This design comes from an exercise in tuning for small area on the open sky130 flow, not from production work.
In this exercise RTL edits were held to simulation tests only and were not proved equivalent to the original.
No activity file was given, so power comes from the tool's default toggle rates.

===== flow/config.mk =====
export PLATFORM = sky130hd
export DESIGN_NAME = l1_top
export DESIGN_NICKNAME = l1_top
export VERILOG_FILES = /design/flow/design.v
export SDC_FILE = /design/flow/constraint.sdc
export NUM_CORES = 4
export LEC_CHECK = 0
export CAP_MARGIN = 20
export CORE_MARGIN = 2
export CORE_UTILIZATION = 40
export SLEW_MARGIN = 20

===== flow/constraint.sdc =====
create_clock -name core_clock -period 4.5 [get_ports {clk}]
set_input_delay 0.9000 -clock core_clock [delete_from_list [all_inputs] [get_ports {clk}]]
set_output_delay 0.9000 -clock core_clock [all_outputs]
set_load 0.01 [all_outputs]

===== flow/design.v =====
`default_nettype none
package l1_pkg;
    typedef logic [$clog2(16)-1:0]                  t_l1_set;
    typedef logic                                             t_l1_way;
    typedef logic [8-1:0]                             t_l1_tag;
    typedef logic [8+$clog2(16)-1:0]        t_paddr;   
    typedef logic [32-1:0]                            t_cl;
    typedef enum logic [1:0] {
        MESI_I,
        MESI_S,
        MESI_E,
        MESI_M
    } t_mesi;
    typedef enum logic [1:0] {
        OP_RD,
        OP_WR,
        OP_FILL,
        OP_INV
    } t_req_op;
    typedef enum logic {
        MM_IDLE,
        MM_RUN
    } t_mm_state;
    typedef struct packed {
        t_req_op op;
        t_paddr  paddr;
        t_cl     wr_data;
        t_cl     fill_data;    
        logic    fill_shared;  
    } t_mempipe_req;
    typedef struct packed {
        t_req_op op;
        logic    hit;
        t_l1_way way;
        t_cl     rd_data;
    } t_mempipe_resp;
    typedef struct packed {
        t_l1_set set;
        t_l1_way way;
        t_l1_tag tag;
        t_mesi   state;
        t_cl     data;
        t_req_op op;
    } t_diff_rec;
endpackage
`default_nettype wire
`default_nettype none
module l1_top (
    input  logic          clk,
    input  logic          reset,
    input  logic          req_valid,
    output logic          req_ready,
    input  logic [78:0]   req,
    output logic          resp_valid,
    output logic [35:0]   resp,
    output logic          diff_valid,
    input  logic          diff_ready,
    output logic [48:0]   diff
);
    localparam logic [1:0] OP_RD   = 2'd0;
    localparam logic [1:0] OP_WR   = 2'd1;
    localparam logic [1:0] OP_FILL = 2'd2;
    localparam logic [1:0] OP_INV  = 2'd3;
    logic [1:0]  q_op;
    logic [7:0]  q_tag;
    logic [3:0]  q_set;
    logic [31:0] q_wdata;
    logic [31:0] q_fdata;
    logic        q_fs;
    assign {q_op, q_tag, q_set, q_wdata, q_fdata, q_fs} = req;
    logic [7:0]  tag_mem  [32];    
    logic [31:0] data_mem [32];
    logic [31:0] valid;            
    logic [15:0] victim;
    logic        run;
    logic        va, vb;
    logic [3:0]  a_set, b_set;
    logic [7:0]  a_tag, b_tag;
    logic [1:0]  a_op,  b_op;
    logic        a_fs,  b_fs;
    logic        a_hit, b_hit;
    logic        a_way, b_way;
    logic        a_push, b_push;
    logic [47:0] log_mem [4];      
    logic [1:0]  wr_ptr, rd_ptr;
    logic [2:0]  count;
    logic        accept;
    logic [7:0]  t0, t1;
    logic        v0, v1;
    logic        hit0, hit1, hit, way;
    logic        wr_line, inv_hit, flip;
    logic [31:0] new_data;
    assign req_ready = run && !(va && (a_set == q_set)) && !count[2] && !count[1];
    assign accept    = req_valid && req_ready;
    assign t0   = tag_mem[{q_set, 1'b0}];
    assign t1   = tag_mem[{q_set, 1'b1}];
    assign v0   = valid[{q_set, 1'b0}];
    assign v1   = valid[{q_set, 1'b1}];
    assign hit0 = v0 && (t0 == q_tag);
    assign hit1 = v1 && (t1 == q_tag);
    assign hit  = hit0 || hit1;
    assign way  = hit ? !hit0 : (!v0 ? 1'b0 : (!v1 ? 1'b1 : victim[q_set]));
    assign wr_line  = (q_op == OP_WR) || (q_op == OP_FILL) || ((q_op == OP_RD) && !hit);
    assign inv_hit  = (q_op == OP_INV) && hit;
    assign flip     = wr_line && !hit && v0 && v1;
    assign new_data = (q_op == OP_WR) ? q_wdata : q_fdata;
    always_ff @(posedge clk) begin
        for (int i = 0; i < 32; i++) begin
            if (accept && wr_line && ({q_set, way} == 5'(i))) begin
                tag_mem[i]  <= q_tag;
                data_mem[i] <= new_data;
            end
        end
    end
    always_ff @(posedge clk) begin
        if (!reset) begin
            valid  <= '0;
            victim <= '0;
        end else if (accept) begin
            if (wr_line || inv_hit) begin
                valid[{q_set, way}] <= wr_line;
            end
            if (flip) begin
                victim[q_set] <= !victim[q_set];
            end
        end
    end
    always_ff @(posedge clk) begin
        if (!reset) begin
            run        <= 1'b0;
            va         <= 1'b0;
            vb         <= 1'b0;
            resp_valid <= 1'b0;
        end else begin
            run        <= 1'b1;
            va         <= accept;
            vb         <= va;
            resp_valid <= vb;
        end
    end
    always_ff @(posedge clk) begin
        a_set  <= q_set;
        a_tag  <= q_tag;
        a_op   <= q_op;
        a_fs   <= q_fs;
        a_hit  <= hit;
        a_way  <= way;
        a_push <= wr_line || inv_hit;
        b_set  <= a_set;
        b_tag  <= a_tag;
        b_op   <= a_op;
        b_fs   <= a_fs;
        b_hit  <= a_hit;
        b_way  <= a_way;
        b_push <= a_push;
    end
    logic [31:0] line_data;
    logic [31:0] rd_data;
    assign line_data = data_mem[{b_set, b_way}];
    assign rd_data   = b_push ? line_data : ((b_op == OP_INV) ? 32'd0 : line_data);
    always_ff @(posedge clk) begin
        resp <= {b_op, b_hit, b_way, rd_data};
    end
    logic push, pop;
    assign push = vb && b_push;
    assign pop  = diff_valid && diff_ready;
    always_ff @(posedge clk) begin
        for (int i = 0; i < 4; i++) begin
            if (push && (wr_ptr == 2'(i))) begin
                log_mem[i] <= {b_set, b_way, b_tag, b_fs, line_data, b_op};
            end
        end
    end
    always_ff @(posedge clk) begin
        if (!reset) begin
            wr_ptr <= '0;
            rd_ptr <= '0;
            count  <= '0;
        end else begin
            if (push) wr_ptr <= wr_ptr + 1'b1;
            if (pop)  rd_ptr <= rd_ptr + 1'b1;
            case ({push, pop})
                2'b10:   count <= count + 1'b1;
                2'b01:   count <= count - 1'b1;
                default: count <= count;
            endcase
        end
    end
    logic [47:0] head;
    logic [1:0]  h_op;
    logic [1:0]  h_state;
    assign head       = log_mem[rd_ptr];
    assign h_op       = head[1:0];
    assign h_state    = (h_op == OP_WR)  ? 2'd3 :
                        (h_op == OP_INV) ? 2'd0 :
                        (head[34] ? 2'd1 : 2'd2);
    assign diff_valid = (count != '0);
    assign diff       = {head[47:35], h_state, head[33:0]};
endmodule
`default_nettype wire

===== flow/run.sh =====
#!/bin/bash
# synth_recipe.tcl (not shown) runs the flow's synth.tcl, then flattens the netlist and writes it again
# the make line also repeats each setting of config.mk as NAME=value (left out here)
make -C /OpenROAD-flow-scripts/flow DESIGN_CONFIG=/design/flow/config.mk WORK_HOME=/design/flow/orfs CLKGATE_MAP_FILE= SYNTH_SCRIPT=/design/flow/synth_recipe.tcl finish

==> impl_results.md, run 1 <==
- DRT Pass-1 Iters: 8
- Nets: 4026
- GR Util All Layers: 25.28%
- Htree depth: 4
- Root Buffer: clkbuf_16
- Critical path type: input pin to flip-flop
- Post-layout instance area: 73520 um^2
- Synth-to-layout area growth: 24.09%
- Yosys top cell by area: edfxtp_1
- Commonest cells after routing, fill and taps aside: 1472 x edfxtp_1, 280 x buf_4, 204 x a22oi_1
- Syn nets: 3493
- Dpl hpwl: 119500 um
- #FFs+latches synth: 1603
- Critical Path Start Type: input pin
- TritonCTS Buffers: 157
- DRC viols: 0
- Tmin final: 4.312 ns
- Final ANT Viol Nets: 0
- Worst slack, placed: -1.328 ns
- Clock Pin Slew Worst Setup and Hold Paths: 0.06 ns
- Most common cell after layout, fill and taps aside: edfxtp_1
- Skew-Pair Late Insertion Delay: 0.82 ns
- Yosys top cell area share: 74.61%
- Port Buffers: 170
- Placer Congestion: 0.8833
- Worst Skew: 0.04538 ns
- Relative slew slack: 22.45%
- Seq pwr share: 52.3%
- Synth Cell Area: 59250 um^2
- Via count: 36840
- WP data required: 5.18 ns
- Slew Viols, Final: 0
- Clock Tree Buf Depth: 3
- Worst hold path class: flip-flop to flip-flop
- Global-route wire length before repair: 271600 um
- Detailed Route WL: 193900 um
- Gate power share: 6.3%
- Leakage power: 23.93 nW
- Area of the core: 147500 um^2
- Boundary Pins: 171
- Final Hold Fails: 0
- Critical path endpoint category: flip-flop
- Layout cell share with drive strength beyond 1: 20.95%
- PD cells: 430.6 nW/um^2
- 1st-iter DRT viols: 5957
- Worst vdd ir: 0.2544 mV
- Seq/Total Area, Yosys: 79.03%
- Synth warn: 4
- Yosys cell types: 69
- Num Clock Sinks: 1603
- Vias per inst: 6.161
- Setup slack after layout: 0.1880 ns
- Post-synth top flop: edfxtp_1
- Fill count: 12080
- Total power: 31.66 mW
- Final worst path period share: 95.82%
- Status: complete, no violations
- Fin Hold WS: 0.3204 ns
- Initial antenna violation count: 4
- Die area: 151200 um^2
- Setup TNS Final: 0 ns
- CTS tree: built
- Die Height: 388.9 um
- Placed Instance Area: 67930 um^2
- Number of enable flip-flop cells after synthesis: 1472
- Overflow after GRT: 0
- Largest fanout on the critical path: 16
- P_int: 24.61 mW
- Die Wd: 388.9 um
- Post-Syn Instances: 3386
- Max Clk Rate: 231.9 MHz
- Largest net degree at the start of global routing: 41
- Clock share of power: 41.4%
- Syn Area/Cell: 17.50 um^2
- Setup violators final: 0
- Hold Buf Count CTS: 0
- Ys async rst share: 0%
- Switch Pwr: 7.045 mW
- Site row count: 141
- Vias in the first global route: 35400
- Top post-synthesis cells by area: edfxtp_1 75%, dfxtp_1 4.4%, a22oi_1 2.6%
- WL/cell: 32.42 um
- CP arrival: 5.00 ns
- Max-Cap Viols: 0
- Switching share of power: 22.25%
- Starting Density: 40.17%
- Worst-margin pin slew: 1.160 ns
## repair_timing
item | CTS | global route
pin swaps | 0 | 11
buffers inserted | 0 | 1
setup endpoints to repair | 1221 | 602
resized for setup | 16 | 83
## flip-flops by register name, indices dropped and copies added (netlist names), 2 cells and up
register  count
count         3
a_tag         8
wr_ptr        2
rd_ptr        2
log_mem     192
resp         36
b_set         4
data_mem   1024
tag_mem     256
b_tag         8
a_set         4
victim       16
b_op          2
a_op          2
valid        32
## cell families after synthesis
logic type,count (synthesis),synth area share [%]
adder cells (fa/ha/maj),24,0.5195
AND/OR/NAND/NOR,471,3.934
XOR/XNOR,23,0.3400
AO/OA/AOI/OAI,871,11.96
flip-flops,1603,79.03
buffers and inverters,274,1.829
multiplexers,120,2.382
## synthesized netlist by cell type, drive strengths merged (7+ instances only)
master and count:
xor2 12, nor3 14, inv 67, o32a 32, a221oi 173, mux2i 69
a32o 12, nand2 123, buf 70, dfxtp 131, a22o 168, and3 16
a211oi 14, o22ai 12, a222oi 65, and2 40, o21ai 20, mux4 13
ha 23, nor2 99, o32ai 23, nor4 7, clkbuf 136, nand3 67
xnor2 11, mux2 38, a2111oi 27, or3 8, nand2b 8, edfxtp 1472
a22oi 204, a31oi 16, a21oi 75, nand4 71
## critical path, stage by stage
cell,delay (ns)
clkbuf_4,0.16
buf_4,0.16
ha_4,0.18
buf_12,0.16
buf_12,0.15
a222oi_1,0.24
a311oi_1,0.15
buf_4,0.17
a2111oi_4,0.18
a31oi_1,0.13
xnor2_1,0.17
nand2_1,0.15
o41ai_4,0.42
nand2_2,0.16
ha_4,0.19
and3_4,0.15
ha_4,0.28
nand2_1,0.06
or2_4,0.31
a2111oi_4,0.36
o32ai_2,0.13
## power by group through the flow
| stage | Combinational (mW) | Sequential (mW) | Clock [mW] |
|---|---|---|---|
| floorplan | 0.852 | 16.9 | 0 |
| global placement | 1.90 | 16.9 | 0 |
| global route | 2.11 | 16.6 | 13.8 |
| CTS | 1.94 | 16.6 | 13.2 |
| finish | 2.01 | 16.5 | 13.1 |
| detailed placement | 1.93 | 16.9 | 0 |
## routing by layer
layer | vias up | GRT usage [%] | routed length, um
met4 | 0 | 7.505 | 5552
met2 | 2236 | 40.08 | 90510
li1 | 15190 | - | -
met1 | 19100 | 35.54 | 78650
met3 | 306 | 4.819 | 19130
met5 | - | 0 | 0
## metrics by stage
| step | cells | util, % |
|---|---|---|
| finish | 5979 | 49.85 |
| global route | 5978 | 49.85 |
| CTS | 5977 | 49.56 |
| detailed placement | 5689 | 46.06 |
| global placement | 5689 | 46.06 |
| floorplan | 3386 | - |
## layout make-up
class	instances	area (um^2)	area share, %
sequential	1603	46820	63.69
multi-input combinational	1509	12510	17.02
timing repair buffer	580	6381	8.680
clock buffer	212	4245	5.774
tap	1930	2415	3.285
clock inverter	76	870.8	1.184
inverter	68	267.8	0.3642
antenna	1	2.502	0.003404
## worst paths after layout
| path | startpoint | to | slack [ns] | cells after the start |
|---|---|---|---|---|
| max reg2reg | tag_mem[9][1]$_DFFE_PP_ | valid[10]$_SDFFE_PN0P_ | 0.60 | 16 |
| min | a_tag[5]$_DFF_P_ | b_tag[5]$_DFF_P_ | 0.32 | 0 |
| max | req[66] | valid[10]$_SDFFE_PN0P_ | 0.19 | 21 |
| min reg2reg | a_tag[5]$_DFF_P_ | b_tag[5]$_DFF_P_ | 0.32 | 0 |
==> run 2: changes to the inputs <==
--- a/flow/config.mk
+++ b/flow/config.mk
@@ -9,3 +9,4 @@
 export CORE_MARGIN = 2
-export CORE_UTILIZATION = 40
+export CORE_UTILIZATION = 55
+export CTS_BUF_LIST = sky130_fd_sc_hd__clkbuf_4
 export SLEW_MARGIN = 20
==> run 2 against run 1 <==
  * Still clean
  * Maximum frequency rose by 1.3%
  * Design area decreased by 1.6%
  * Utilization rose by 18 points
  * Sequential power about the same
  * Worst hold slack worse by 0.13 ns
  * Flip-flop and latch count unchanged
  * Setup slack gained 0.055 ns
  * Critical path depth shrank 15
  * Total power fell by 4.7%
  * Die area down 27%
  * Register-to-register slack worse by 0.17 ns
  * Critical endpoint is now diff[47]
==> impl_results.md, run 2 <==
- Status: complete, no violations
- Worst setup path start: rd_ptr[1]$_SDFFE_PN0P_
- Clock Pin Slew Worst Setup and Hold Paths: 0.06 ns
- PD cells: 417.2 nW/um^2
- Max reg flops: 1024
- Register-to-register setup slack: 0.43 ns
- Critical path endpoint category: primary output
- Syn nets: 3493
- Setup slack after layout: 0.2430 ns
- Syn Area/Cell: 17.50 um^2
- Critical Path Start Type: flip-flop
- Site row count: 120
- Most common cell after layout, fill and taps aside: edfxtp_1
- Yosys top cell by area: edfxtp_1
- WL/cell: 33.51 um
- Via count: 38730
- Port Buffers: 170
- Starting Density: 55.42%
- Switching share of power: 22.98%
- Worst Skew: 0.1504 ns
- Worst hold path class: input pin to flip-flop
- Root Buffer: clkbuf_4
- Die Wd: 332.2 um
- Most common cell in the netlist: edfxtp_1
- Area of the core: 106900 um^2
- CTS tree: built
- Family with the most delay on the worst path: buffers and inverters
- HP Start: req[0]
- Largest reg by FF count: data_mem
- Overflow after GRT: 0
- Biggest regs: data_mem x1024, tag_mem x256, log_mem x192
- Layout cell share with drive strength beyond 1: 27.45%
- Worst vdd ir: 0.2806 mV
- Slowest cell on the critical path: clkdlybuf4s50_1
- Met2 usage: 53.51%
- CP arrival: 3.36 ns
- Final Hold Fails: 0
- Grt met3 use: 8.927%
- Final ANT Viol Nets: 0
- Die Height: 332.2 um
- TritonCTS Buffers: 399
- Tmin final: 4.257 ns
- RR Startpoint: valid[31]$_SDFFE_PN0P_
- Dpl hpwl: 119200 um
- Gate power share: 6.7%
- DRT Pass-1 Iters: 6
- Unrepaired setup endpoints after global routing: false
- Boundary Pins: 171
- Top post-synthesis cells by area: edfxtp_1 75%, dfxtp_1 4.4%, a22oi_1 2.6%
- Largest net degree at the start of global routing: 43
- Total power: 30.18 mW
- Post-synth top flop: edfxtp_1
- Slowest cell delay on critical path: 0.62 ns
- Vias per inst: 6.613
- Num Clock Sinks: 1603
- Setup TNS Final: 0 ns
- WP data required: 3.60 ns
- Seq/Total Area, Yosys: 79.03%
- Number of enable flip-flop cells after synthesis: 1472
- Yosys top cell area share: 74.61%
- Vias in the first global route: 38020
- Detailed Route WL: 196300 um
- Htree depth: 5
- #FFs+latches synth: 1603
- DRC viols: 0
- Post-Syn Instances: 3386
- Global-route wire length before repair: 275700 um
- Initial antenna violation count: 7
- Worst Path Buf+Inv: 3
- Worst slack, placed: -1.544 ns
- Synth-to-layout area growth: 22.12%
- Yosys cell types: 69
- Busiest grt layer: met2
- Leakage power: 24.37 nW
- Commonest cells after routing, fill and taps aside: 1472 x edfxtp_1, 582 x clkbuf_4, 289 x buf_4
- Cell chain of the critical path: inv_1 > ha_2 > buf_12 > a222oi_1 > mux2i_1 > clkdlybuf4s50_1
- Seq pwr share: 54.8%
- Ys async rst share: 0%
- Clock share of power: 38.5%
- P_int: 23.24 mW
- Nets: 4277
- GR Util All Layers: 35.34%
- Skew-Pair Late Insertion Delay: 1.27 ns
- Synth warn: 4
- Post-synth top cells: 1472 x edfxtp_1, 204 x a22oi_1, 173 x a221oi_1
- Largest fanout on the critical path: 41
- Grt met1 use: 51.12%
- Die area: 110400 um^2
- Worst-margin pin slew: 1.163 ns
- Clock Tree Buf Depth: 4
- Placer Congestion: 0.8881
- Slew Viols, Final: 0
- Switch Pwr: 6.937 mW
- Relative slew slack: 22.30%
- Synth Cell Area: 59250 um^2
- Final worst path period share: 94.60%
- Setup violators final: 0
- Critical path type: flip-flop to primary output
- Max-Cap Viols: 0
- Max Clk Rate: 234.9 MHz
- FF+latch area: 46820 um^2
- 1st-iter DRT viols: 6152
- Fill count: 7314
- Multi-input combinational cell area: 12290 um^2
run 2: cell types whose count changed in the layout (fill, tap and decap cells not counted), sizes merged, moves of 2 or more:
| cell | before | now |
|---|---|---|
| clkinv | 54 | 90 |
| buf | 414 | 422 |
| inv | 76 | 74 |
| clkbuf | 213 | 583 |
| bufinv | 12 | 2 |
run 2: final cells by class:
type | count | share of cell area (%)
diodes | 2 | 0.006917
multi-input cells | 1509 | 16.99
flip-flops and latches | 1603 | 64.72
clock inverters | 101 | 0.6329
well taps | 1403 | 2.426
inverters | 68 | 0.3701
repair buffers | 589 | 8.818
clock buffers | 582 | 6.039
run 2: metrics by stage:
| step | std cells | utilization (%) | cell area (um^2) | hold WS (ns) |
|---|---|---|---|---|
| 2_1_floorplan | 3386 | - | 59820 | 0.3096 |
| 3_3_place_gp | 5154 | 62.71 | 67040 | 0.3097 |
| 3_5_place_dp | 5155 | 62.73 | 67060 | 0.3121 |
| 4_1_cts | 5839 | 67.34 | 71980 | 0.06040 |
| 5_1_grt | 5856 | 67.68 | 72350 | 0.1204 |
| 6_report | 5857 | 67.68 | 72350 | 0.1880 |
run 2: worst reg2reg max path, stage by stage, from the launching register on:
cell and delay, ns:
dfxtp_1 0.36, mux4_2 0.24, mux2i_1 0.11, mux2i_1 0.49, o41ai_1 0.20, a21oi_2 0.17, nand4_1 0.14, o41ai_2 0.38
buf_4 0.18, nand2_4 0.07, ha_4 0.17, and3_4 0.16, ha_4 0.27, buf_4 0.12, nand2_1 0.06, or2_4 0.30
a2111oi_4 0.35, mux2i_1 0.20
run 2: power groups by stage:
| stage | combinational, mW | sequential, mW | clock [mW] |
|---|---|---|---|
| after floorplan | 0.852 | 16.9 | 0 |
| after global placement | 1.88 | 16.9 | 0 |
| after detailed placement | 1.91 | 16.9 | 0 |
| after CTS | 1.94 | 16.5 | 11.8 |
| after global routing | 2.11 | 16.5 | 12.6 |
| final | 2.01 | 16.5 | 11.6 |
run 2: timing repair:
item	CTS	global route
hold buffers	0	0
gates resized for setup	20	50
pin swaps	4	25
endpoints found under the setup margin	60	193
buffers inserted	1	16
run 2: cell families after synthesis:
group	count (synthesis)	share of synthesized area, %
AO/OA/AOI/OAI	871	11.96
buffers and inverters	274	1.829
adder cells (fa/ha/maj)	24	0.5195
flip-flops	1603	79.03
AND/OR/NAND/NOR	471	3.934
multiplexers	120	2.382
XOR/XNOR	23	0.3400
run 2: routing by layer:
| metal | vias up | wire (um) |
|---|---|---|
| met5 | - | 0 |
| met4 | 0 | 4860 |
| met3 | 345 | 25210 |
| met2 | 2855 | 89620 |
| met1 | 19600 | 76590 |
| li1 | 15940 | - |
run 2: final timing paths:
| kind | endpoint | depth (start not counted) |
|---|---|---|
| setup reg to reg | valid[16]$_SDFFE_PN0P_ | 17 |
| hold / removal | a_fs$_DFF_P_ | 1 |
| hold reg to reg | b_op[0]$_DFF_P_ | 0 |
| setup / recovery | diff[47] | 6 |

==> static timing again, ports no longer ideal <==
No port has a modelled driver above. Below, the same layouts with a new extraction and two added sets of constraints.
Step 1 assumes that a clkbuf_16 drives the clock port and a buf_2 every other input.
Step 2 moves the port delays by t, midway between the first and last clock arrival at a register: inputs arrive t later, outputs are due t later. That takes back most of the time a late clock gives input paths.
Three values: ideal, step 1, step 2; two values: the first two.
| run | t (ns) | slack for setup (ns) | worst hold slack (ns) | worst setup path after step 2 | worst slew at a driven data input, ns |
|---|---|---|---|---|---|
| run 1 | 0.878 | 0.188 / 0.201 / -0.633 | 0.320 / 0.320 / 0.320 | input to register | 0.04 |
| run 2 | 1.265 | 0.243 / 0.174 / -0.832 | 0.188 / 0.149 / 0.302 | input to register | 0.05 |
With both steps, setup timing fails in run 1 and run 2, where it was met with ideal ports. The setup slack of run 2, which loses most, moves by -0.069 ns with the drivers and by -1.075 ns with both steps.
